This design comes from an exercise in tuning for small area, a short achievable clock period and few clock cycles on the open sky130 flow, not from production work.
Function was checked by simulation only, so behaviour that the tests miss may differ from the original.

## flow/design.v (module list and top-level ports; edited modules follow where they fit)
// module zeta_rom: 139 lines
// module butterfly_unit: 824 lines
// module ntt_top: 229 lines
module ntt_top (
    input  logic        clk,
    input  logic        rst,
    input  logic        i_start,
    input  logic        i_mode,
    output logic        o_done,
    output logic        o_bram_a_we,
    output logic [7:0]  o_bram_a_addr,
    output logic [15:0] o_bram_a_wdata,
    output logic        o_bram_b_we,
    output logic [7:0]  o_bram_b_addr,
    output logic [15:0] o_bram_b_wdata,
    input  logic [15:0] i_bram_dout_a,
    input  logic [15:0] i_bram_dout_b
);
  // ...
==> flow/flow/run.sh <==
#!/bin/bash
# The standard layout, with the port buffers made of sky130_fd_sc_hd__buf_2
# cells instead of the resizer's default choice. Every port is still buffered.
set -euo pipefail
export BUFFER_PORTS_ARGS="-buffer_cell sky130_fd_sc_hd__buf_2"
bash standard.sh > standard.log 2>&1
==> flow/standard.sh <==
#!/bin/bash
# synth_recipe.tcl (not shown) runs the flow's synth.tcl, then flattens the netlist and writes it again
# the make line also repeats each setting of config.mk as NAME=value (left out here)
make -C /OpenROAD-flow-scripts/flow DESIGN_CONFIG=/design/flow/config.mk WORK_HOME=/design/flow/orfs CLKGATE_MAP_FILE= SYNTH_SCRIPT=/design/flow/synth_recipe.tcl "${@:-finish}"
==> flow/config.mk <==
export PLATFORM = sky130hd
export DESIGN_NAME = ntt_top
export DESIGN_NICKNAME = ntt_top
export VERILOG_FILES = /design/flow/design.v
export SDC_FILE = /design/flow/constraint.sdc
export NUM_CORES = 4
export LEC_CHECK = 0
export ABC_AREA = 1
export CAP_MARGIN = 20
export CORE_MARGIN = 2
export CORE_UTILIZATION = 45
export PLACE_DENSITY = 0.55
export SLEW_MARGIN = 20
==> flow/constraint.sdc <==
create_clock -name core_clock -period 13.5 [get_ports {clk}]
set_input_delay 2.7000 -clock core_clock [delete_from_list [all_inputs] [get_ports {clk}]]
set_output_delay 2.7000 -clock core_clock [all_outputs]
set_load 0.01 [all_outputs]
==> summary.md, run 1 <==
| Metric | Value |
|---|---|
| Met1 usage | 30.7% |
| Fillers | 4697 |
| Number of synthesized flops with an enable pin | 37 |
| Count of unique library cells instantiated by Yosys | 56 |
| Horiz. Die Dim | 224 microns |
| Vias per Instance | 5.17 |
| Synth Area in Simple Gates | 18.1% |
| Area contributors post-synth | dfxtp_1, fa_1, nand2_1 |
| Type of origin of the critical path | register |
| Final ANT Viol Nets | 0 |
| P&R area growth vs syn | 9.40% |
| Outcome | finished clean |
| Synth Register Bits | 323 |
| Die Y | 224 microns |
| Met3 Use GR | 3.42% |
| Final Non-Filler Cells | 3420 |
| Number of I/O pins | 87 |
| Slew Viols, Final | 0 |
| Area of the multi-input gates | 12500 sq um |
| Initial drt markers | 1155 |
| Final setup fails | 0 |
| Worst path bufs/invs | 1 |
| IO Port Bufs | 70 |
| Placer congestion estimate | 0.909 |
| Signal buffers share of area | 1.66% |
| Max Cap Viol | 0 |
Testbench counts, summed over its fixed seeds: cycles 66,632.
==> run 2, diff against run 1 <==
--- a/flow/config.mk
+++ b/flow/config.mk
@@ -9,5 +9,7 @@
 export CAP_MARGIN = 20
 export CORE_MARGIN = 2
 export CORE_UTILIZATION = 45
+export CTS_CLUSTER_DIAMETER = 80
+export CTS_CLUSTER_SIZE = 20
 export PLACE_DENSITY = 0.55
 export SLEW_MARGIN = 20
==> run 2 against run 1 <==
Still clean on timing, DRC and antenna. Clock skew grew 4.3 ps. Final cell count shrank 0.76%. Non-clock buffer count is the same. Area after synthesis is the same. Wire length shrank 0.73%. Synthesized cell count is the same. First-iteration DRC count grew 8.8%. Global-route usage shrank 0.26 points. Design area shrank 2.1%. Largest cell class unchanged. Highest routed layer unchanged.
==> summary.md, run 2 <==
| Metric | Value |
|---|---|
| Type of origin of the critical path | register (unchanged) |
| Crit path max-delay family | flip-flops (unchanged) |
| Worst Setup SP | u_bf.o_r0[5]$_DFF_P_ (was u_bf.o_r0[8]$_DFF_P_) |
| Drt pass-1 iters | 5 (unchanged) |
| Num CTS Buffers | 24 (was 38) |
| Worst path cell trace | buf_2 (unchanged) |
| CP Max Fanout | 3 (unchanged) |
| HP Start | u_bf.w3[10]$_DFF_P_ (unchanged) |
| P&R area growth vs syn | 7.14% (was 9.40%) |
| Area after DPL | 22500 sq um (unchanged) |
| Setup WS post-layout | 9570 ps (was 9590 ps) |
| Critical path depth in cells | 1 (unchanged) |
| Yosys warning count | 3 (unchanged) |
| FF-to-FF Start | u_bf.ch2[5]$_DFF_P_ (unchanged) |
| Area contributors post-synth | dfxtp_1, fa_1, nand2_1 (unchanged) |
| Count of unique library cells instantiated by Yosys | 56 (unchanged) |
| Slew headroom | 35.7% (was 35.6%) |
| Synth Flop Type | dfxtp_1 (unchanged) |
| Period utilization | 29.1% (was 29.0%) |
| Layout cells sized above 1 | 5.90% (was 6.67%) |
| Avg WL per Cell | 17.1 microns (about the same) |
| Post-synth top area share | 26.0% (unchanged) |
| DRC viols | 0 (unchanged) |
| Regs by FF count | u_bf.t13: 17 flops, u_bf.ch2: 16 flops, u_bf.sh2: 16 flops (unchanged) |
| Initial Util | 45.5% (unchanged) |
| Fraction of registers with async set or reset after synthesis | 1.24% (unchanged) |
| Least-Margin Pin Slew | 958 ps (was 960 ps) |
| Clock Path Buffers | 3 (unchanged) |
| Fin. Hold Viols | 0 (unchanged) |
| First-pass GRT wire length | 93000 microns (was 93500 microns) |
| Cell taking the most area after synthesis | dfxtp_1 (unchanged) |
| Syn Area/Cell | 7.90 sq um (unchanged) |
| Most common cell after layout, fill and taps aside | nand2_1 (unchanged) |
| Core area | 47700 sq um (unchanged) |
| Total grt overflow | 0 (unchanged) |
| Number of synthesized flops with an enable pin | 37 (unchanged) |
| Slew Viols, Final | 0 (unchanged) |
| Worst r2r path cells | 16 (unchanged) |
| Layout Skew | 21.3 ps (was 17.1 ps) |
| Final wirelength | 58000 microns (was 58500 microns) |
| Post-CTS setup buffer count | 0 (unchanged) |
| CP max stage cell | dfxtp_1 (unchanged) |
| H-tree levels | 1 (was 2) |
| Crit Path Class | reg -> out (unchanged) |
| Hold buffers post-CTS | 0 (unchanged) |
| PostCTS Resize Cnt | 0 (unchanged) |
| Placer congestion estimate | 0.909 (unchanged) |
| Initial antenna violation count | 2 (was 1) |
| RSZ-0062 raised after global routing | false (unchanged) |
| Die area | 50100 sq um (unchanged) |
| Setup TNS | 0 ps (unchanged) |
| Die Y | 224 microns (unchanged) |
| Final nets | 3115 (was 3129) |
| Final ANT Viol Nets | 0 (unchanged) |
| Post-route cell area | 23300 sq um (was 23800 sq um) |
| Slowest stage delay, CP | 490 ps (was 470 ps) |
| Horiz. Die Dim | 224 microns (unchanged) |
| Number of global-route vias before repair | 17500 (was 17700) |
| Max Cap Viol | 0 (unchanged) |
| Post-Synthesis Cells | 2750 (unchanged) |
| Register bank with the most flops | u_bf.t13 (unchanged) |
| CTS Root Cell | clkbuf_16 (unchanged) |
| Final setup fails | 0 (unchanged) |
| Fmax | 0.254 GHz (was 0.256 GHz) |
| Commonest cells in the netlist | nand2_1, inv_1, dfxtp_1 (unchanged) |
| Number of I/O pins | 87 (unchanged) |
| Dpl hpwl | 44600 microns (unchanged) |
| Worst R2R Setup Slack | 9620 ps (was 9640 ps) |
| CP Capture Type | output pin (unchanged) |
| Worst skew pair latency | 550 ps (was 560 ps) |
| Outcome | finished clean (unchanged) |
| Most frequent cells in the layout | nand2_1, inv_1, dfxtp_1, nor2_1, ha_1 (unchanged) |
| Clk sink count | 323 (unchanged) |
| Place WS | 9630 ps (unchanged) |
| Min Tclk post-route | 3930 ps (was 3910 ps) |
| CTS tree | done (unchanged) |
| Synth Register Bits | 323 (unchanged) |
| Clock slew at reported path FFs | 80 ps (was 60 ps) |
| Worst Path Required | 10800 ps (about the same) |
| FP Rows | 80 (unchanged) |
| HP Class | reg -> reg (unchanged) |
| Vias | 17600 (was 17700) |
| Arrival time at the worst endpoint | 1230 ps (was 1210 ps) |
| Most frequent cell after synthesis | nand2_1 (unchanged) |
| IO Port Bufs | 70 (unchanged) |
| N_diodes | 0 (unchanged) |
| Syn Std Cell Area | 21700 sq um (unchanged) |
| Largest net degree at the start of global routing | 49 (unchanged) |
| Utilization after layout | 48.8% (was 49.8%) |
| Largest register FFs | 17 (unchanged) |
| Initial drt markers | 1257 (was 1155) |
| Seq/Total Area, Yosys | 31.5% (unchanged) |
| Hold path cells | 0 (unchanged) |
| Worst path bufs/invs | 1 (unchanged) |
| Gr usage total | 23.3% (was 23.6%) |
| Vias per Instance | 5.20 (was 5.17) |
[run 2: path summary, 6_finish.rpt]
| path | endpoint |
|---|---|
| worst max-delay path | o_bram_a_wdata[5] |
| worst min-delay path | u_bf.w4[10]$_DFF_P_ |
| worst max register to register | u_bf.t13[14]$_DFF_P_ |
| worst min register to register | u_bf.w4[10]$_DFF_P_ |
| max in group asynchronous | busy$_DFFE_PP0P_ |
| min in group asynchronous | we_q$_DFF_PP0_ |
[run 2: metrics by stage]
step,hold WS (ps),std cells
floorplan,310,2757
global placement,312,3353
detailed placement,312,3353
CTS,323,3394
global route,328,3394
finish,320,3394
[run 2: cells by family after synthesis]
| logic type | count (synthesis) | synth area share [%] |
|---|---|---|
| AOI/OAI and AO/OA | 441 | 11.8 |
| xor gates and xnor gates | 94 | 3.79 |
| adders and majority gates | 315 | 23.6 |
| buffers and inverters | 630 | 11.1 |
| DFF | 323 | 31.5 |
| muxes | 3 | 0.155 |
| other | 1 | 0.0173 |
| and+or+nand+nor | 943 | 18.1 |
[run 2: routing by layer]
metal / GRT usage [%] / vias to the layer above / routed length (microns)
met5: 0 / - / 0
met2: 39.8 / 431 / 27600
met4: 7.16 / 0 / 1790
met3: 2.51 / 104 / 2320
met1: 31.1 / 8449 / 26300
li1: - / 8656 / -
[run 2: layout make-up]
type	instances	area (sq um)
Clock buffer	29	619
Clock inverter	12	143
Fill cell	4730	24500
Inverter	535	2010
Multi-Input combinational cell	1804	12500
Sequential cell	323	6860
Tap cell	615	769
Timing Repair Buffer	76	395
==> run 3, diff against run 2 <==
--- a/flow/config.mk
+++ b/flow/config.mk
@@ -11,5 +11,6 @@
 export CORE_UTILIZATION = 45
 export CTS_CLUSTER_DIAMETER = 80
 export CTS_CLUSTER_SIZE = 20
+export GPL_TIMING_DRIVEN = 0
 export PLACE_DENSITY = 0.55
 export SLEW_MARGIN = 20
==> run 3 against run 2 <==
Non-clock buffer count increased by 89. First-iteration DRC count increased by 6.4%. Via count increased by 3.7%. Final cell count increased by 2.8%. Critical path depth increased by 9. Still clean on timing, DRC and antenna. Sequential cell count unchanged. Design area increased by 2.2%. Worst setup slack got worse by 110 ps. Sequential share of layout area decreased by 0.64 points. Die area unchanged.
==> summary.md, run 3 <==
| Metric | Value |
|---|---|
| Outcome | finished clean (unchanged) |
| DRC viols | 0 (unchanged) |
| Initial drt markers | 1338 (was 1257) |
| P&R area growth vs syn | 9.50% (was 7.14%) |
| Gr usage total | 25.6% (was 23.3%) |
| Worst skew pair latency | 570 ps (was 550 ps) |
| Drt pass-1 iters | 6 (was 5) |
| Post-CTS setup buffer count | 0 (unchanged) |
| Worst path cell trace | clkbuf_1 -> nand2_1 -> fa_1 -> inv_1 -> fa_1 -> inv_1 -> fa_1 -> fa_1 -> inv_1 -> fa_1 (was buf_2) |
| Utilization after layout | 49.9% (was 48.8%) |
| Syn Std Cell Area | 21700 sq um (unchanged) |
| Area of the multi-input gates | 12500 sq um (unchanged) |
| Most common cell after layout, fill and taps aside | nand2_1 (unchanged) |
| Slew Viols, Final | 0 (unchanged) |
| Initial antenna violation count | 1 (was 2) |
| Fin. Hold Viols | 0 (unchanged) |
| Die Y | 224 microns (unchanged) |
| Fraction of registers with async set or reset after synthesis | 1.24% (unchanged) |
| Most frequent cells in the layout | nand2_1, inv_1, dfxtp_1, nor2_1, ha_1 (unchanged) |
| Commonest cells in the netlist | nand2_1, inv_1, dfxtp_1 (unchanged) |
| Syn Area/Cell | 7.90 sq um (unchanged) |
| CP max stage cell | clkbuf_1 (was dfxtp_1) |
| CP Capture Type | register (was output pin) |
| Place WS | 9530 ps (was 9630 ps) |
| HP Start | u_bf.w1[11]$_DFF_P_ (was u_bf.w3[10]$_DFF_P_) |
| Dpl cells | 3442 (was 3353) |
| Horiz. Die Dim | 224 microns (unchanged) |
| Final setup fails | 0 (unchanged) |
| Worst reg2reg endpoint | u_bf.sh2[6]$_DFF_P_ (was u_bf.t13[14]$_DFF_P_) |
| Largest register FFs | 17 (unchanged) |
| CTS Root Cell | clkbuf_16 (unchanged) |
| Worst R2R Setup Slack | 9460 ps (was 9620 ps) |
| PostCTS Resize Cnt | 0 (unchanged) |
| Setup WS post-layout | 9460 ps (was 9570 ps) |
| Hold buffers post-CTS | 0 (unchanged) |
| Largest net degree at the start of global routing | 21 (was 49) |
| Final wirelength | 64200 microns (was 58000 microns) |
| Crit Path Class | reg -> reg (was reg -> out) |
| Fmax | 0.247 GHz (was 0.254 GHz) |
| Setup TNS | 0 ps (unchanged) |
| Reg area | 6860 sq um (about the same) |
| Dpl hpwl | 50700 microns (was 44600 microns) |
| Final nets | 3206 (was 3115) |
| Vias | 18300 (was 17600) |
| CTS tree | done (unchanged) |
| Worst Hold Endpoint | u_bf.w2[11]$_DFF_P_ (was u_bf.w4[10]$_DFF_P_) |
| Synth Flop Type | dfxtp_1 (unchanged) |
| RSZ-0062 raised after global routing | false (unchanged) |
| Number of global-route vias before repair | 18400 (was 17500) |
| Avg WL per Cell | 18.4 microns (was 17.1 microns) |
| Yosys warning count | 3 (unchanged) |
| Die area | 50100 sq um (unchanged) |
| Core area | 47700 sq um (unchanged) |
| Crit path max-delay family | adder cells (was flip-flops) |
| Count of unique library cells instantiated by Yosys | 56 (unchanged) |
| Layout Skew | 29.0 ps (was 21.3 ps) |
| Seq/Total Area, Yosys | 31.5% (unchanged) |
| Initial Util | 45.5% (unchanged) |
| Most frequent cell after synthesis | nand2_1 (unchanged) |
| Area after DPL | 22900 sq um (was 22500 sq um) |
| N_diodes | 0 (unchanged) |
| Max Cap Viol | 0 (unchanged) |
| IO Port Bufs | 70 (unchanged) |
| FF-to-FF Start | u_bf.z1[5]$_DFF_P_ (was u_bf.ch2[5]$_DFF_P_) |
| HP Class | reg -> reg (unchanged) |
| Num CTS Buffers | 26 (was 24) |
| Min Tclk post-route | 4040 ps (was 3930 ps) |
| Slew headroom | 22.1% (was 35.7%) |
| Clock slew at reported path FFs | 80 ps (about the same) |
| Fillers | 4746 (was 4730) |
| H-tree levels | 1 (unchanged) |
| Final Non-Filler Cells | 3489 (was 3394) |
| Least-Margin Pin Slew | 1160 ps (was 958 ps) |
| Worst path bufs/invs | 4 (was 1) |
| Post-synth top area share | 26.0% (unchanged) |
| CP Max Fanout | 10 (was 3) |
| Worst r2r path cells | 10 (was 16) |
| Hold path cells | 0 (unchanged) |
| Worst Path Required | 13930 ps (was 10800 ps) |
| Regs by FF count | u_bf.t13: 17 flops, u_bf.ch2: 16 flops, u_bf.sh2: 16 flops (unchanged) |
| Arrival time at the worst endpoint | 4470 ps (was 1230 ps) |
| Clock Path Buffers | 3 (unchanged) |
| Type of origin of the critical path | register (unchanged) |
| FP Rows | 80 (unchanged) |
| Placer congestion estimate | 0.984 (was 0.909) |
| Cell taking the most area after synthesis | dfxtp_1 (unchanged) |
| Post-route cell area | 23800 sq um (was 23300 sq um) |
| Clk sink count | 323 (unchanged) |
| First-pass GRT wire length | 100000 microns (was 93000 microns) |
| Slowest stage delay, CP | 570 ps (was 490 ps) |
| Number of I/O pins | 87 (unchanged) |
| Area contributors post-synth | dfxtp_1, fa_1, nand2_1 (unchanged) |
| Number of synthesized flops with an enable pin | 37 (unchanged) |
| Total grt overflow | 0 (unchanged) |
| Period utilization | 29.9% (was 29.1%) |
| Vias per Instance | 5.24 (was 5.20) |
| Layout cells sized above 1 | 6.44% (was 5.90%) |
| Critical path depth in cells | 10 (was 1) |
| Most frequent CP cell | fa_1 |
| Synth Register Bits | 323 (unchanged) |
| Register bank with the most flops | u_bf.t13 (unchanged) |
| Final ANT Viol Nets | 0 (unchanged) |
| Post-Synthesis Cells | 2750 (unchanged) |
[run 3: cell types whose count changed in the layout (fill, tap and decap cells not counted)]
cell        change
inv_8           -1
clkbuf_1       +68
inv_6           +1
clkbuf_16       +2
dfxtp_2         -1
dfxtp_1         +1
bufinv_16       +1
inv_12          +1
buf_1           +5
clkinvlp_4      +1
buf_2           +7
clkbuf_8        +5
buf_4           +4
inv_4           +1
[run 3: final cells by class]
| class | count | area share (%) |
|---|---|---|
| clock inverter | 16 | 0.841 |
| sequential | 323 | 28.8 |
| inverter | 535 | 8.44 |
| clock buffer | 31 | 3.02 |
| timing repair buffer | 70 | 1.47 |
| multi-input combinational | 1804 | 52.5 |
| buffer | 95 | 1.69 |
| tap | 615 | 3.23 |
[run 3: metal layers]
layer  track usage [%]  up-vias  part of all wire (%)
li1                  -     8847                     -
met1              33.0     8690                    43
met2              43.4      580                    47
met3              3.29      170                   5.6
met4              10.7        0                   4.4
met5                 0        -                     0
[run 3: cells by family (layout without fill, tap and decap cells)]
| logic type | Yosys count | after routing | synth area share [%] |
|---|---|---|---|
| AO/OA/AOI/OAI | 441 | 441 | 11.8 |
| flip-flops | 323 | 323 | 31.5 |
| AND/OR/NAND/NOR | 943 | 943 | 18.1 |
| XOR/XNOR | 94 | 94 | 3.79 |
| adder cells (fa/ha/maj) | 315 | 315 | 23.6 |
| multiplexers | 3 | 3 | 0.155 |
| other | 1 | 8 | 0.0173 |
| buffers and inverters | 630 | 747 | 11.1 |
[run 3: per-stage QoR]
stage                     hold slack, ps
after floorplan                      310
after global placement               310
after detailed placement             312
after CTS                            322
after global routing                 323
final                                323
[run 3: how the worst max path moves through the flow]
| stage | startpoint | to | slack (ps) |
|---|---|---|---|
| 2_1_floorplan | u_bf.z1[0]$_DFF_P_ | u_bf.plo2n[7]$_DFF_P_ | 10070 |
| 3_3_place_gp | u_bf.z1[5]$_DFF_P_ | u_bf.sh2[6]$_DFF_P_ | 9540 |
| 3_5_place_dp | u_bf.z1[5]$_DFF_P_ | u_bf.sh2[6]$_DFF_P_ | 9530 |
| 4_1_cts | u_bf.o_r0[10]$_DFF_P_ | o_bram_a_wdata[10] | 9490 |
| 5_1_grt | u_bf.z1[5]$_DFF_P_ | u_bf.sh2[6]$_DFF_P_ | 9310 |
| 6_report | u_bf.z1[5]$_DFF_P_ | u_bf.sh2[6]$_DFF_P_ | 9460 |
[run 3: worst reg2reg max path, stage by stage (launching register included)]
cell and delay (ps):
dfxtp_1 460, clkbuf_1 570, nand2_1 170, fa_1 560, inv_1 50, fa_1 480
inv_1 50, fa_1 480, fa_1 550, inv_1 50, fa_1 500
==> run 4, diff against run 3 <==
--- a/flow/config.mk
+++ b/flow/config.mk
@@ -9,8 +9,7 @@
 export CAP_MARGIN = 20
 export CORE_MARGIN = 2
 export CORE_UTILIZATION = 45
-export CTS_CLUSTER_DIAMETER = 80
-export CTS_CLUSTER_SIZE = 20
-export GPL_TIMING_DRIVEN = 0
+export CTS_CLUSTER_DIAMETER = 100
+export CTS_CLUSTER_SIZE = 30
 export PLACE_DENSITY = 0.55
 export SLEW_MARGIN = 20
==> run 4 against run 3 <==
Wire length shrank 9.8%. Die area unchanged. Critical path depth fell by 9. Sequential cell count unchanged. Fmax rose by 2.9%. Non-clock buffer count is 89 lower. First-iteration DRC count down 8.7%. Register-to-register slack improved by 150 ps. Still clean on timing, DRC and antenna. Core utilization down 1.5 points. Critical endpoint is now o_bram_a_wdata[8].
==> summary.md, run 4 <==
| Metric | Value |
|---|---|
| First-pass GRT wire length | 92500 microns (was 100000 microns) |
| Area after DPL | 22500 sq um (was 22900 sq um) |
| Arrival time at the worst endpoint | 1230 ps (was 4470 ps) |
| Fin. Hold Viols | 0 (unchanged) |
| Core area | 47700 sq um (unchanged) |
| Initial drt markers | 1221 (was 1338) |
| Hold path cells | 0 (unchanged) |
| RSZ-0062 raised after global routing | false (unchanged) |
| Layout cells sized above 1 | 5.53% (was 6.44%) |
| FP Rows | 80 (unchanged) |
| HP Start | u_bf.w1[3]$_DFF_P_ (was u_bf.w1[11]$_DFF_P_) |
| Final nets | 3108 (was 3206) |
| Post-Synthesis Cells | 2750 (unchanged) |
| Seq/Total Area, Yosys | 31.5% (unchanged) |
| Die area | 50100 sq um (unchanged) |
| Layout Skew | 29.4 ps (was 29.0 ps) |
| Post-CTS setup buffer count | 0 (unchanged) |
| Place WS | 9630 ps (was 9530 ps) |
| Dpl hpwl | 44600 microns (was 50700 microns) |
| Placer congestion estimate | 0.909 (was 0.984) |
| Critical path depth in cells | 1 (was 10) |
| Gr usage total | 23.2% (was 25.6%) |
| P&R area growth vs syn | 6.24% (was 9.50%) |
| Period utilization | 29.1% (was 29.9%) |
| Final ANT Viol Nets | 0 (unchanged) |
| Die Y | 224 microns (unchanged) |
| Post-synth top area share | 26.0% (unchanged) |
| Clk sink count | 323 (unchanged) |
| CP Max Fanout | 3 (was 10) |
| Final wirelength | 57900 microns (was 64200 microns) |
| PostCTS Resize Cnt | 0 (unchanged) |
| Syn Std Cell Area | 21700 sq um (unchanged) |
| N_diodes | 0 (unchanged) |
| Num CTS Buffers | 17 (was 26) |
| Largest net degree at the start of global routing | 49 (was 21) |
| Area contributors post-synth | dfxtp_1, fa_1, nand2_1 (unchanged) |
| Worst reg2reg endpoint | u_bf.t13[14]$_DFF_P_ (was u_bf.sh2[6]$_DFF_P_) |
| Largest register FFs | 17 (unchanged) |
| Vias per Instance | 5.20 (was 5.24) |
| Clock slew at reported path FFs | 120 ps (was 80 ps) |
| Fmax | 0.255 GHz (was 0.247 GHz) |
| Met3 Use GR | 2.41% (was 3.29%) |
| Slowest stage delay, CP | 490 ps (was 570 ps) |
| Final setup fails | 0 (unchanged) |
| Worst path cell trace | buf_2 (was clkbuf_1 -> nand2_1 -> fa_1 -> inv_1 -> fa_1 -> inv_1 -> fa_1 -> fa_1 -> inv_1 -> fa_1) |
| Slew Viols, Final | 0 (unchanged) |
| Number of I/O pins | 87 (unchanged) |
| Worst Setup SP | u_bf.o_r0[8]$_DFF_P_ (was u_bf.z1[5]$_DFF_P_) |
| IO Port Bufs | 70 (unchanged) |
| CP Capture Type | output pin (was register) |
| Worst path bufs/invs | 1 (was 4) |
| Least-Margin Pin Slew | 948 ps (was 1160 ps) |
| Dpl cells | 3353 (was 3442) |
| Fraction of registers with async set or reset after synthesis | 1.24% (unchanged) |
| Top Usage Layer GRT | met2 (unchanged) |
| Outcome | finished clean (unchanged) |
| Type of origin of the critical path | register (unchanged) |
| Count of unique library cells instantiated by Yosys | 56 (unchanged) |
| Most frequent cells in the layout | nand2_1, inv_1, dfxtp_1, nor2_1, ha_1 (unchanged) |
| Number of global-route vias before repair | 17400 (was 18400) |
| Worst R2R Setup Slack | 9610 ps (was 9460 ps) |
| Register bank with the most flops | u_bf.t13 (unchanged) |
| Syn Area/Cell | 7.90 sq um (unchanged) |
| Commonest cells in the netlist | nand2_1, inv_1, dfxtp_1 (unchanged) |
| FF-to-FF Start | u_bf.ch2[5]$_DFF_P_ (was u_bf.z1[5]$_DFF_P_) |
| Met1 usage | 30.8% (was 33.0%) |
| DRC viols | 0 (unchanged) |
| CTS tree | done (unchanged) |
| Final Non-Filler Cells | 3382 (was 3489) |
| Worst skew pair latency | 520 ps (was 570 ps) |
| Total grt overflow | 0 (unchanged) |
| Max Cap Viol | 0 (unchanged) |
| Most common cell after layout, fill and taps aside | nand2_1 (unchanged) |
| Utilization after layout | 48.4% (was 49.9%) |
| Avg WL per Cell | 17.1 microns (was 18.4 microns) |
| Vias | 17600 (was 18300) |
| Worst Hold Endpoint | u_bf.w2[3]$_DFF_P_ (was u_bf.w2[11]$_DFF_P_) |
| CP max stage cell | dfxtp_1 (was clkbuf_1) |
| Worst hold slack | 329 ps (was 323 ps) |
| Worst r2r path cells | 16 (was 10) |
| HP Class | reg -> reg (unchanged) |
| CTS Root Cell | clkbuf_16 (unchanged) |
| Min Tclk post-route | 3930 ps (was 4040 ps) |
| Regs by FF count | u_bf.t13: 17 flops, u_bf.ch2: 16 flops, u_bf.sh2: 16 flops (unchanged) |
| Most frequent cell after synthesis | nand2_1 (unchanged) |
| Synth Register Bits | 323 (unchanged) |
| Drt pass-1 iters | 5 (was 6) |
| Crit path max-delay family | flip-flops (was adder cells) |
| Initial Util | 45.5% (unchanged) |
| Cell taking the most area after synthesis | dfxtp_1 (unchanged) |
| Horiz. Die Dim | 224 microns (unchanged) |
| Worst Path Required | 10800 ps (was 13930 ps) |
| Yosys warning count | 3 (unchanged) |
| Post-route cell area | 23100 sq um (was 23800 sq um) |
| Hold buffers post-CTS | 0 (unchanged) |
| Synth Flop Type | dfxtp_1 (unchanged) |
| Slew headroom | 36.4% (was 22.1%) |
| Crit Path Class | reg -> out (was reg -> reg) |
| Initial antenna violation count | 2 (was 1) |
| Setup WS post-layout | 9570 ps (was 9460 ps) |
| H-tree levels | 1 (unchanged) |
| Met2 Usage GRT | 39.8% (was 43.4%) |
| Clock Path Buffers | 3 (unchanged) |
| Number of synthesized flops with an enable pin | 37 (unchanged) |
| Setup TNS | 0 ps (unchanged) |
-- run 4: cell types whose count changed in the layout (fill, tap and decap cells not counted), sizes merged --
cell      change
buf          -16
clkinvlp      -2
inv           -2
clkbuf       -83
bufinv        -1
clkinv        -3
-- run 4: per-layer routing --
layer  part of all wire (%)  vias to the layer above  wire length [microns]
met5                      0                        -                      0
met1                     45                     8371                  26200
met2                     48                      467                  27600
met4                    3.0                        0                   1740
li1                       -                     8625                      -
met3                    4.1                      107                   2380
-- run 4: how the worst max path moves through the flow --
stage	end	slack [ps]
after floorplan	u_bf.plo2n[7]$_DFF_P_	10070
after global placement	u_bf.t13[14]$_DFF_P_	9650
after detailed placement	u_bf.t13[14]$_DFF_P_	9630
after CTS	o_bram_a_wdata[5]	9550
after global routing	u_bf.t13[14]$_DFF_P_	9320
final	o_bram_a_wdata[8]	9570
-- run 4: cell families (layout without fill, tap and decap cells) --
logic type	Yosys count	count (layout)	share of synthesized area (%)
AND/OR/NAND/NOR	943	943	18.1
AO/OA/AOI/OAI	441	441	11.8
XOR/XNOR	94	94	3.79
flip-flops	323	323	31.5
buffers and inverters	630	640	11.1
other	1	8	0.0173
adder cells (fa/ha/maj)	315	315	23.6
multiplexers	3	3	0.155
-- run 4: area by class of cell --
class                   instances  area (sq um)
clock buffers                  21           440
well taps                     615           769
repair buffers                 76           395
flip-flops and latches        323          6860
inverters                     535          2010
fillers                      4742         24700
clock inverters                 8           126
multi-input cells            1804         12500
-- run 4: worst reg2reg max path: stages (launching register included) --
cell      delay, ps
dfxtp_1         320
inv_1            50
fa_1            530
inv_1            50
fa_1            520
inv_1            50
fa_1            490
inv_1            40
ha_1            320
a21oi_1          80
o211ai_1        770
nand2_1         110
o21a_1          170
nand2_1          80
nand2_1          50
nand2_1          60
nand2_1          70
==> run 5, diff against run 4 <==
--- a/flow/config.mk
+++ b/flow/config.mk
@@ -8,8 +8,8 @@
 export ABC_AREA = 1
 export CAP_MARGIN = 20
 export CORE_MARGIN = 2
-export CORE_UTILIZATION = 45
-export CTS_CLUSTER_DIAMETER = 100
-export CTS_CLUSTER_SIZE = 30
-export PLACE_DENSITY = 0.55
+export CORE_UTILIZATION = 50
+export CTS_CLUSTER_DIAMETER = 90
+export CTS_CLUSTER_SIZE = 24
+export PLACE_DENSITY = 0.6
 export SLEW_MARGIN = 20
==> run 5 against run 4 <==
Still clean. Global-route usage increased by 2.1 points. Fmax increased by 1.1%. Area after synthesis unchanged. Non-clock buffer count increased by 1. Synthesized cell count unchanged. Critical endpoint is now o_bram_b_wdata[9].
==> summary.md, run 5 <==
| Metric | Value |
|---|---|
| Fin. Hold Viols | 0 (unchanged) |
| Max Cap Viol | 0 (unchanged) |
| Commonest cells in the netlist | nand2_1, inv_1, dfxtp_1 (unchanged) |
| Slew Viols, Final | 0 (unchanged) |
| Num CTS Buffers | 20 (was 17) |
| P&R area growth vs syn | 6.49% (was 6.24%) |
| RSZ-0062 raised after global routing | false (unchanged) |
| Die Y | 213 microns (was 224 microns) |
| Syn Area/Cell | 7.90 sq um (unchanged) |
| Outcome | finished clean (unchanged) |
| Syn Std Cell Area | 21700 sq um (unchanged) |
| Register bank with the most flops | u_bf.t13 (unchanged) |
| Die area | 45200 sq um (was 50100 sq um) |
| Core area | 43000 sq um (was 47700 sq um) |
| CTS tree | done (unchanged) |
| CP Max Fanout | 3 (unchanged) |
| Post-Synthesis Cells | 2750 (unchanged) |
| N_diodes | 0 (unchanged) |
| Hold path cells | 0 (unchanged) |
| Hold buffers post-CTS | 0 (unchanged) |
| IO Port Bufs | 70 (unchanged) |
| Cell taking the most area after synthesis | dfxtp_1 (unchanged) |
| FP Rows | 76 (was 80) |
| Most frequent cell after synthesis | nand2_1 (unchanged) |
| Worst R2R Setup Slack | 9630 ps (was 9610 ps) |
| Fraction of registers with async set or reset after synthesis | 1.24% (unchanged) |
| Layout Skew | 23.2 ps (was 29.4 ps) |
| Slew headroom | 34.3% (was 36.4%) |
| Layout cells sized above 1 | 5.66% (was 5.53%) |
| Worst skew pair latency | 530 ps (was 520 ps) |
| Gr usage total | 25.2% (was 23.2%) |
| Final wirelength | 56200 microns (was 57900 microns) |
| Least-Margin Pin Slew | 981 ps (was 948 ps) |
| Slowest stage delay, CP | 470 ps (was 490 ps) |
| Number of synthesized flops with an enable pin | 37 (unchanged) |
| Yosys warning count | 3 (unchanged) |
| CP max stage cell | dfxtp_1 (unchanged) |
| Post-synth top area share | 26.0% (unchanged) |
| Number of I/O pins | 87 (unchanged) |
| Final nets | 3112 (was 3108) |
| Final setup fails | 0 (unchanged) |
| Type of origin of the critical path | register (unchanged) |
| CP Capture Type | output pin (unchanged) |
| Avg WL per Cell | 16.7 microns (was 17.1 microns) |
| Count of unique library cells instantiated by Yosys | 56 (unchanged) |
| Crit Path Class | reg -> out (unchanged) |
| Critical path depth in cells | 1 (unchanged) |
| CTS Root Cell | clkbuf_16 (unchanged) |
| Dpl hpwl | 43200 microns (was 44600 microns) |
| Fillers | 4168 (was 4742) |
| Min Tclk post-route | 3880 ps (was 3930 ps) |
| Clk sink count | 323 (unchanged) |
| Clock Path Buffers | 3 (unchanged) |
| Period utilization | 28.8% (was 29.1%) |
| HP Start | u_bf.w2[2]$_DFF_P_ (was u_bf.w1[3]$_DFF_P_) |
| Worst hold slack | 323 ps (was 329 ps) |
| Initial Util | 50.6% (was 45.5%) |
| H-tree levels | 1 (unchanged) |
| Synth Flop Type | dfxtp_1 (unchanged) |
| Number of global-route vias before repair | 17500 (was 17400) |
| Crit path max-delay family | flip-flops (unchanged) |
| Setup TNS | 0 ps (unchanged) |
| PostCTS Resize Cnt | 0 (unchanged) |
| Worst reg2reg endpoint | u_bf.t13[14]$_DFF_P_ (unchanged) |
| Horiz. Die Dim | 213 microns (was 224 microns) |
| Area contributors post-synth | dfxtp_1, fa_1, nand2_1 (unchanged) |
| Initial antenna violation count | 0 (was 2) |
| Largest register FFs | 17 (unchanged) |
| Worst path bufs/invs | 1 (unchanged) |
| Vias per Instance | 5.28 (was 5.20) |
| DRC viols | 0 (unchanged) |
| Regs by FF count | u_bf.t13: 17 flops, u_bf.ch2: 16 flops, u_bf.sh2: 16 flops (unchanged) |
| Arrival time at the worst endpoint | 1180 ps (was 1230 ps) |
| Worst r2r path cells | 16 (unchanged) |
| CP endpoint | o_bram_b_wdata[9] (was o_bram_a_wdata[8]) |
| Vias | 17700 (was 17600) |
| HP Class | reg -> reg (unchanged) |
| Worst Path Required | 10800 ps (about the same) |
| Final ANT Viol Nets | 0 (unchanged) |
| Most common cell after layout, fill and taps aside | nand2_1 (unchanged) |
| Clock slew at reported path FFs | 100 ps (was 120 ps) |
| Seq/Total Area, Yosys | 31.5% (unchanged) |
| Largest net degree at the start of global routing | 49 (unchanged) |
| Drt pass-1 iters | 6 (was 5) |
| Most frequent cells in the layout | nand2_1, inv_1, dfxtp_1, nor2_1, ha_1 (unchanged) |
| Initial drt markers | 1400 (was 1221) |
| First-pass GRT wire length | 90300 microns (was 92500 microns) |
| Post-CTS setup buffer count | 0 (unchanged) |
| Worst path cell trace | buf_2 (unchanged) |
| FF-to-FF Start | u_bf.ch2[5]$_DFF_P_ (unchanged) |
| Fmax | 0.257 GHz (was 0.255 GHz) |
| Synth Register Bits | 323 (unchanged) |
| Total grt overflow | 0 (unchanged) |
| Placer congestion estimate | 0.979 (was 0.909) |
| Worst Setup SP | u_bf.o_r1[9]$_DFF_P_ (was u_bf.o_r0[8]$_DFF_P_) |
==> run 5: cell counts after synthesis <==
Identical to the previous run, type by type.
==> run 5: routing by layer <==
metal | part of all wire, % | global-route usage (%) | vias to the layer above | routed length [microns]
met5 | 0 | 0 | - | 0
met4 | 3.4 | 8.34 | 0 | 1900
met3 | 4.1 | 2.27 | 130 | 2300
met2 | 47 | 42.8 | 496 | 26600
met1 | 45 | 34.0 | 8463 | 25400
li1 | - | - | 8643 | -
==> run 5: how the worst min path moves through the flow <==
| stage | end | slack (ps) |
|---|---|---|
| final | u_bf.w3[2]$_DFF_P_ | 320 |
| after global routing | u_bf.w3[9]$_DFF_P_ | 340 |
| after CTS | u_bf.w2[7]$_DFF_P_ | 330 |
| after detailed placement | u_bf.w2[6]$_DFF_P_ | 310 |
| after global placement | u_bf.w3[6]$_DFF_P_ | 310 |
| after floorplan | u_bf.w2[0]$_DFF_P_ | 310 |
==> run 5: area by class of cell <==
cell class                      instances  area, sq um  area share (%)
Clock inverter                          7          108           0.465
Multi-Input combinational cell       1804        12500            54.0
Timing Repair Buffer                   77          403            1.74
Sequential cell                       323         6860            29.6
Clock buffer                           26          544            2.35
Inverter                              535         2010            8.67
Tap cell                              585          732            3.16
==> run 5: cells by family after synthesis <==
kind of cell / count (synthesis) / synth area share [%]
adders and majority gates: 315 / 23.6
muxes: 3 / 0.155
AOI/OAI and AO/OA: 441 / 11.8
xor gates and xnor gates: 94 / 3.79
DFF: 323 / 31.5
other: 1 / 0.0173
and+or+nand+nor: 943 / 18.1
buffers and inverters: 630 / 11.1
==> run 5: through the flow <==
stage                     setup WS (ps)  std cells  instance area [sq um]  util (%)
after global routing               9400       3357                  23100      53.9
after detailed placement           9640       3324                  22500      52.3
after global placement             9690       3324                  22500      52.3
final                              9620       3357                  23100      53.9
after CTS                          9590       3357                  23100      53.9
after floorplan                   10070       2757                  21800         -

## port drivers added, routing unchanged
The results above use ideal ports. As a check the final layouts listed here were re-extracted and re-timed, cells and wires unchanged.
Step 1 assumes that a clkbuf_16 drives the clock port and a buf_2 every other input.
Step 2 moves the port delays by t, midway between the first and last clock arrival at a register: inputs arrive t later, outputs are due t later. That takes back most of the time a late clock gives input paths.
Slacks: ideal ports / drivers / drivers and shift; pairs: ideal ports / drivers.
run | t, ns | slack for setup (ns) | worst setup path after step 2 | clock arrival spread, ns | pins driven straight from the clock port
run 1 | 0.611 | 9.587 / 9.529 / 9.639 | register to register | 0.018 / 0.019 | 1
run 2 | 0.594 | 9.565 / 9.512 / 9.622 | register to register | 0.030 / 0.030 | 1
run 3 | 0.613 | 9.457 / 9.449 / 9.457 | register to register | 0.029 / 0.029 | 1
run 4 | 0.577 | 9.572 / 9.515 / 9.612 | register to register | 0.051 / 0.051 | 1
run 5 | 0.577 | 9.616 / 9.561 / 9.632 | register to register | 0.033 / 0.033 | 1
After both steps every run listed still meets setup and hold.
